What follows belongs to an exercise in optimizing a design on an open flow for small area and a short achievable clock period; a production flow would make more cautious choices.
In this exercise RTL edits were held to simulation tests only and were not proved equivalent to the original.
Power figures rest on the tool's default switching activity, not on a simulated workload.

File: constraint.sdc
create_clock -name core_clock -period 7.0 [get_ports {clk}]
set_input_delay 1.4000 -clock core_clock [delete_from_list [all_inputs] [get_ports {clk}]]
set_output_delay 1.4000 -clock core_clock [all_outputs]
set_load 0.01 [all_outputs]
File: design.v
package mips_trace_pkg;
    localparam int TRACE_W = 167;
    typedef struct packed {
        logic [31:0] pc;
        logic [31:0] instr;
        logic        rf_we;
        logic [4:0]  rf_wa;
        logic [31:0] rf_wd;
        logic        memwrite;
        logic [31:0] dataadr;
        logic [31:0] writedata;
    } trace_entry_t;
    typedef enum logic [1:0] {
        TRIG_PC     = 2'd0,
        TRIG_MEMADR = 2'd1,
        TRIG_MANUAL = 2'd2,
        TRIG_RSVD   = 2'd3
    } trig_mode_e;
    typedef enum logic [1:0] {
        ST_IDLE  = 2'd0,
        ST_ARMED = 2'd1,
        ST_POST  = 2'd2,
        ST_DONE  = 2'd3
    } trace_state_e;
endpackage
module trace_ram
#(
    parameter  int DEPTH = 16,
    localparam int AW    = $clog2(DEPTH)
) (
    input  logic         clk,
    input  logic         i_we,
    input  logic [AW-1:0] i_waddr,
    input  mips_trace_pkg::trace_entry_t i_wdata,
    input  logic [AW-1:0] i_raddr,
    output mips_trace_pkg::trace_entry_t o_rdata
);
    logic [mips_trace_pkg::TRACE_W-1:0] r_mem [0:DEPTH-1];
    always_ff @(posedge clk) begin
        if (i_we) r_mem[i_waddr] <= i_wdata;
    end
    assign o_rdata = r_mem[i_raddr];
endmodule
module commit_trace_buffer
#(
    parameter  int DEPTH = 16,
    parameter  int POST  = 8,
    parameter  int CNT_W = 32,
    localparam int AW    = $clog2(DEPTH)
) (
    input  logic             clk,
    input  logic             reset,
    input  logic             arm,
    input  logic             abort,
    input  logic [1:0]       trig_mode,
    input  logic [31:0]      trig_val,
    input  logic             trig_now,
    input  logic             cap_valid,
    input  logic [31:0]      pc,
    input  logic [31:0]      instr,
    input  logic             rf_we,
    input  logic [4:0]       rf_wa,
    input  logic [31:0]      rf_wd,
    input  logic             memwrite,
    input  logic [31:0]      dataadr,
    input  logic [31:0]      writedata,
    output logic             busy,
    output logic             triggered,
    output logic             done,
    output logic [AW:0]      count,
    output logic [AW-1:0]    trig_index,
    output logic [CNT_W-1:0] trig_cycles,
    output logic             rd_valid,
    input  logic             rd_ready,
    output mips_trace_pkg::trace_entry_t     rd_data,
    output logic             rd_last
);
    localparam logic [AW:0] FULL = (AW+1)'(DEPTH);
    mips_trace_pkg::trace_state_e r_state, w_state_nxt;
    logic [AW-1:0]    r_wr_ptr, r_trig_slot, r_post_cnt;
    logic [AW:0]      r_count, r_rd_idx;
    logic             r_triggered;
    logic [CNT_W-1:0] r_trig_cycles;
    mips_trace_pkg::trig_mode_e   w_mode;
    mips_trace_pkg::trace_entry_t w_entry, w_rd_entry;
    logic [AW-1:0] w_oldest, w_rd_addr;
    logic w_hit, w_arm_ok, w_capture, w_fire, w_beat;
    assign w_mode  = mips_trace_pkg::trig_mode_e'(trig_mode);
    assign w_entry = {pc, instr, rf_we, rf_wa, rf_wd, memwrite, dataadr,
                      writedata};
    always_comb begin
        w_hit = 1'b0;
        unique case (w_mode)
            mips_trace_pkg::TRIG_PC:     w_hit = (pc == trig_val);
            mips_trace_pkg::TRIG_MEMADR: w_hit = memwrite && (dataadr == trig_val);
            mips_trace_pkg::TRIG_MANUAL: w_hit = trig_now;
            default:     w_hit = 1'b0;
        endcase
    end
    always_comb begin
        w_state_nxt = r_state;
        w_arm_ok    = 1'b0;
        w_capture   = 1'b0;
        w_fire      = 1'b0;
        if (abort) begin
            w_state_nxt = mips_trace_pkg::ST_IDLE;
        end else begin
            unique case (r_state)
                mips_trace_pkg::ST_IDLE: begin
                    if (arm) begin
                        w_arm_ok    = 1'b1;
                        w_state_nxt = mips_trace_pkg::ST_ARMED;
                    end
                end
                mips_trace_pkg::ST_ARMED: begin
                    w_capture = cap_valid;
                    if (cap_valid && w_hit) begin
                        w_fire      = 1'b1;
                        w_state_nxt = (POST == 0) ? mips_trace_pkg::ST_DONE : mips_trace_pkg::ST_POST;
                    end
                end
                mips_trace_pkg::ST_POST: begin
                    w_capture = cap_valid;
                    if (cap_valid && r_post_cnt == AW'(1)) w_state_nxt = mips_trace_pkg::ST_DONE;
                end
                mips_trace_pkg::ST_DONE: begin
                    if (arm) begin
                        w_arm_ok    = 1'b1;
                        w_state_nxt = mips_trace_pkg::ST_ARMED;
                    end else if (w_beat && rd_last) begin
                        w_state_nxt = mips_trace_pkg::ST_IDLE;
                    end
                end
                default: w_state_nxt = mips_trace_pkg::ST_IDLE;
            endcase
        end
    end
    always_ff @(posedge clk or negedge reset) begin
        if (!reset) r_state <= mips_trace_pkg::ST_IDLE;
        else        r_state <= w_state_nxt;
    end
    always_ff @(posedge clk or negedge reset) begin
        if (!reset) begin
            r_wr_ptr      <= '0;
            r_count       <= '0;
            r_triggered   <= 1'b0;
            r_trig_cycles <= '0;
            r_trig_slot   <= '0;
            r_post_cnt    <= '0;
            r_rd_idx      <= '0;
        end else if (w_arm_ok) begin
            r_wr_ptr      <= '0;
            r_count       <= '0;
            r_triggered   <= 1'b0;
            r_trig_cycles <= '0;
            r_trig_slot   <= '0;
            r_post_cnt    <= '0;
            r_rd_idx      <= '0;
        end else begin
            if (r_state == mips_trace_pkg::ST_ARMED && !abort && r_trig_cycles != '1)
                r_trig_cycles <= r_trig_cycles + CNT_W'(1);
            if (w_capture) begin
                r_wr_ptr <= r_wr_ptr + AW'(1);
                if (r_count != FULL) r_count <= r_count + (AW+1)'(1);
            end
            if (w_fire) begin
                r_triggered <= 1'b1;
                r_trig_slot <= r_wr_ptr;
                r_post_cnt  <= AW'(POST);
            end else if (w_capture && r_state == mips_trace_pkg::ST_POST) begin
                r_post_cnt <= r_post_cnt - AW'(1);
            end
            if (w_beat) r_rd_idx <= r_rd_idx + (AW+1)'(1);
        end
    end
    assign w_oldest  = (r_count == FULL) ? r_wr_ptr : '0;
    assign w_rd_addr = w_oldest + r_rd_idx[AW-1:0];
    trace_ram #(.DEPTH(DEPTH)) u_ram (
        .clk     (clk),
        .i_we    (w_capture),
        .i_waddr (r_wr_ptr),
        .i_wdata (w_entry),
        .i_raddr (w_rd_addr),
        .o_rdata (w_rd_entry)
    );
    assign busy        = (r_state == mips_trace_pkg::ST_ARMED) || (r_state == mips_trace_pkg::ST_POST);
    assign done        = (r_state == mips_trace_pkg::ST_DONE);
    assign triggered   = r_triggered;
    assign count       = r_count;
    assign trig_cycles = r_trig_cycles;
    assign trig_index  = r_trig_slot - w_oldest;
    assign rd_valid    = done && (r_rd_idx < r_count);
    assign rd_last     = rd_valid && (r_rd_idx == r_count - (AW+1)'(1));
    assign rd_data     = rd_valid ? w_rd_entry : '0;
    assign w_beat      = rd_valid && rd_ready;
endmodule
File: config.mk
export PLATFORM = sky130hd
export DESIGN_NAME = commit_trace_buffer
export DESIGN_NICKNAME = commit_trace_buffer
export VERILOG_FILES = /design/flow/design.v
export SDC_FILE = /design/flow/constraint.sdc
export NUM_CORES = 4
export LEC_CHECK = 0
export CAP_MARGIN = 20
export CORE_MARGIN = 2
export CORE_UTILIZATION = 40
export SLEW_MARGIN = 20
File: run.sh
#!/bin/bash
# synth_recipe.tcl (not shown) runs the flow's synth.tcl, then flattens the netlist and writes it again
# the make line also repeats each setting of config.mk as NAME=value (left out here)
make -C /OpenROAD-flow-scripts/flow DESIGN_CONFIG=/design/flow/config.mk WORK_HOME=/design/flow/orfs CLKGATE_MAP_FILE= SYNTH_SCRIPT=/design/flow/synth_recipe.tcl finish
==> metrics.cfg <==
[routing]
via_per_inst=5.61
remaining_drc_errors=0
num_vias=51500
routed_wl_mm=278
drt_iter0_drc=4949
dr.pass1.iters=5
wl_per_cell_um=30.3
antenna_left=0

[sta]
finalHoldViolCount=0
max_freq_ghz=0.146
tns_ps=0
finalClockSkew_ps=44.4
tightest_slew_ps=1050
fin_crit_sh=0.976
drv_slew=0
setup_violations=0
min_period_ps=6830
maxSlewHeadroom=0.297
grt_setup_unrepaired=true
whs_ps=511

[clock_network]
cts_buffer_depth=4
cts_buffers=289
h-tree-depth=5
cts_root_buf=clkbuf_16
clkSinkCount=2729
cts_tree=built
clk_pin_slew_ps=60
clock_latency_ps=920

[yosys]
ys_seq_area_frac=0.769
synth_area_um2=106000
synthesis.nets=4978
ys_warn_count=2
synth_cell_type_count=57
syn_inst=4742
ys_seq_elements=2729
synth_edf_count=2672
synth-main-ff-cell=edfxtp_1
avgSynthCellArea_um2=22.4
synthArstFlopShare=0.0209

[global_route]
overflow=0
grt_max_degree=79
grt_use_total=0.203
grt_pass1_wl_mm=393
antenna_found_initial=68
grt_pass1_vias=53000

[pwr]
vdd_drop_max_mv=0.222
powerDensity_nw_per_um2=288
p_leak_nw=39.0

[critical_path]
critical-path-top-delay-family=buffers and inverters
path_max_fanout=17
path_buf_inv=6
cp.arrival_ps=5430
worstSetupStartpointType=register
rr_worst_depth=6
cp.required_ps=5600
r2r_slack_ps=3420
cp.depth=14
slowest_delay_ps=900
slowest_stage=fa_4
crit_type=register to primary output
critPathCaptureType=primary output
path_cells=inv_1, ha_1, and4bb_4, and2_1, ha_4, inv_1, fa_4, buf_12, buf_12, buf_4, mux4_2, mux2i_1, a211oi_1, clkdlybuf4s50_1

[floorplan]
core_region_area_um2=265000
dieHeight_um=519
die_area_um2=270000
rows=189
ios=421
die-width_um=519
initial_core_util=0.401

[cells_and_area]
final_cell_mix=2672 x edfxtp_1, 668 x mux4_2, 416 x clkdlybuf4s50_1
area_delta_synth_final_pct=18.3
layout_commonest_cell=edfxtp_1
fin_nets=5648
final_layout_size_suffix_gt1_frac=0.239

[worst_hold_path]
hold_class=register to register
min_path_cells=1

[place]
io_buffers=420
routabilityCongestion=0.818
dp_hpwl_mm=156

[status]
run_status=finished clean

[job]
drv_cap=0

flip-flops by register name, indices dropped and copies added, names as in the netlist:
register / count
r_post_cnt: 4
r_trig_slot: 4
r_wr_ptr: 4
r_rd_idx: 5
r_state: 2
r_trig_cycles: 32
r_count: 5
r_triggered: 1
u_ram.r_mem: 2672
cells in the mapped netlist (22+ instances only):
cell         n  area [µm²]
ha_1        26         325
mux2i_1    169        1690
edfxtp_1  2672       80200
nand2_1     22        82.6
clkbuf_1   144         541
inv_1       25        93.8
nor2_1      59         221
mux4_2     668       15000
xor2_1      88         771
a211oi_1   325        2440
buf_2       92         460
nor2b_1    172        1080
nand3_1     26         130
dfrtp_1     57        1430
xnor2_1     29         254
what timing repair did:
| item | CTS | global route |
|---|---|---|
| pin swaps | 1 | 1 |
| cloned | 0 | 1 |
| resized for setup | 3 | 34 |
| endpoints found under the setup margin | 138 | 42 |
| buffers inserted | 4 | 2 |
| hold buffers | 0 | 0 |
path summary, 6_finish.rpt:
kind / from / to
worst max register to register: r_state[0] / u_ram.r_mem[8][71]
worst min-delay path: r_trig_slot[2] / r_trig_slot[2]
max in group asynchronous: reset / r_count[2]
min in group asynchronous: reset / r_trig_cycles[11]
worst min register to register: r_trig_slot[2] / r_trig_slot[2]
worst max-delay path: r_count[0] / rd_data[76]
area by class of cell:
type	count	area (µm²)
fill	21600	139000
sequential	2729	81700
multi-input combinational	1722	23300
clock buffer	349	7520
timing repair buffer	644	7080
tap	3533	4420
clock inverter	155	1460
inverter	26	97.6
antenna	25	62.6
power breakdown:
part | total (W) | switching [W] | leakage (nW) | internal, W
Sequential | 0.0183 | 0.0000900 | 24.8 | 0.0182
Clock | 0.0147 | 0.00634 | 4.38 | 0.00833
Combinational | 0.00318 | 0.00161 | 9.86 | 0.00157
metal layers:
| layer | up-vias | part of all wire | track usage |
|---|---|---|---|
| met5 | - | 0.0012 | 0 |
| met2 | 1627 | 0.49 | 0.336 |
| met3 | 516 | 0.063 | 0.0351 |
| met4 | 52 | 0.035 | 0.0724 |
| met1 | 27900 | 0.41 | 0.270 |
| li1 | 21400 | - | - |
kinds of logic after synthesis:
kind of cell,synth area share
DFF,0.769
and+or+nand+nor,0.0200
xor gates and xnor gates,0.0104
AOI/OAI and AO/OA,0.0265
muxes,0.158
adders and majority gates,0.00344
buffers and inverters,0.0131
stage by stage:
step           setup slack, ps  area [µm²]  std cells  utilization  power (W)
6_report                   169      126000       9183        0.475     0.0362
3_5_place_dp               696      116000       8646        0.439     0.0219
5_1_grt                  -24.3      126000       9172        0.475     0.0373
4_1_cts                   29.5      125000       9154        0.474     0.0366
2_1_floorplan              450      106000       4742            -     0.0208
3_3_place_gp               664      116000       8646        0.439     0.0219

[port drivers added, routing unchanged]
In the flow no input, the clock included, has a driving cell. The finished layout below was timed again as built, in two steps.
Step 1 sets driving cells, clkbuf_16 on the clock port and buf_2 on the other inputs (assumed; they add their load-dependent delay and slew).
Step 2 also shifts input and output timing later by t, the mid clock arrival at the registers, as if the neighbouring blocks saw the same clock.
Three values: no drivers, after step 1, after step 2; two values: the first two.
t (ns): 0.973
slack for setup (ns): 0.169 / 0.076 / 1.049
hold slack, ns: 0.511 / 0.511 / 0.511
latest minus earliest clock arrival (ns): 0.076 / 0.076
worst slew at a driven data input, ns: 0.20
After both steps setup and hold are still met in this run. For this run, drivers alone change the setup slack by -0.093 ns; drivers and shift together by +0.880 ns.
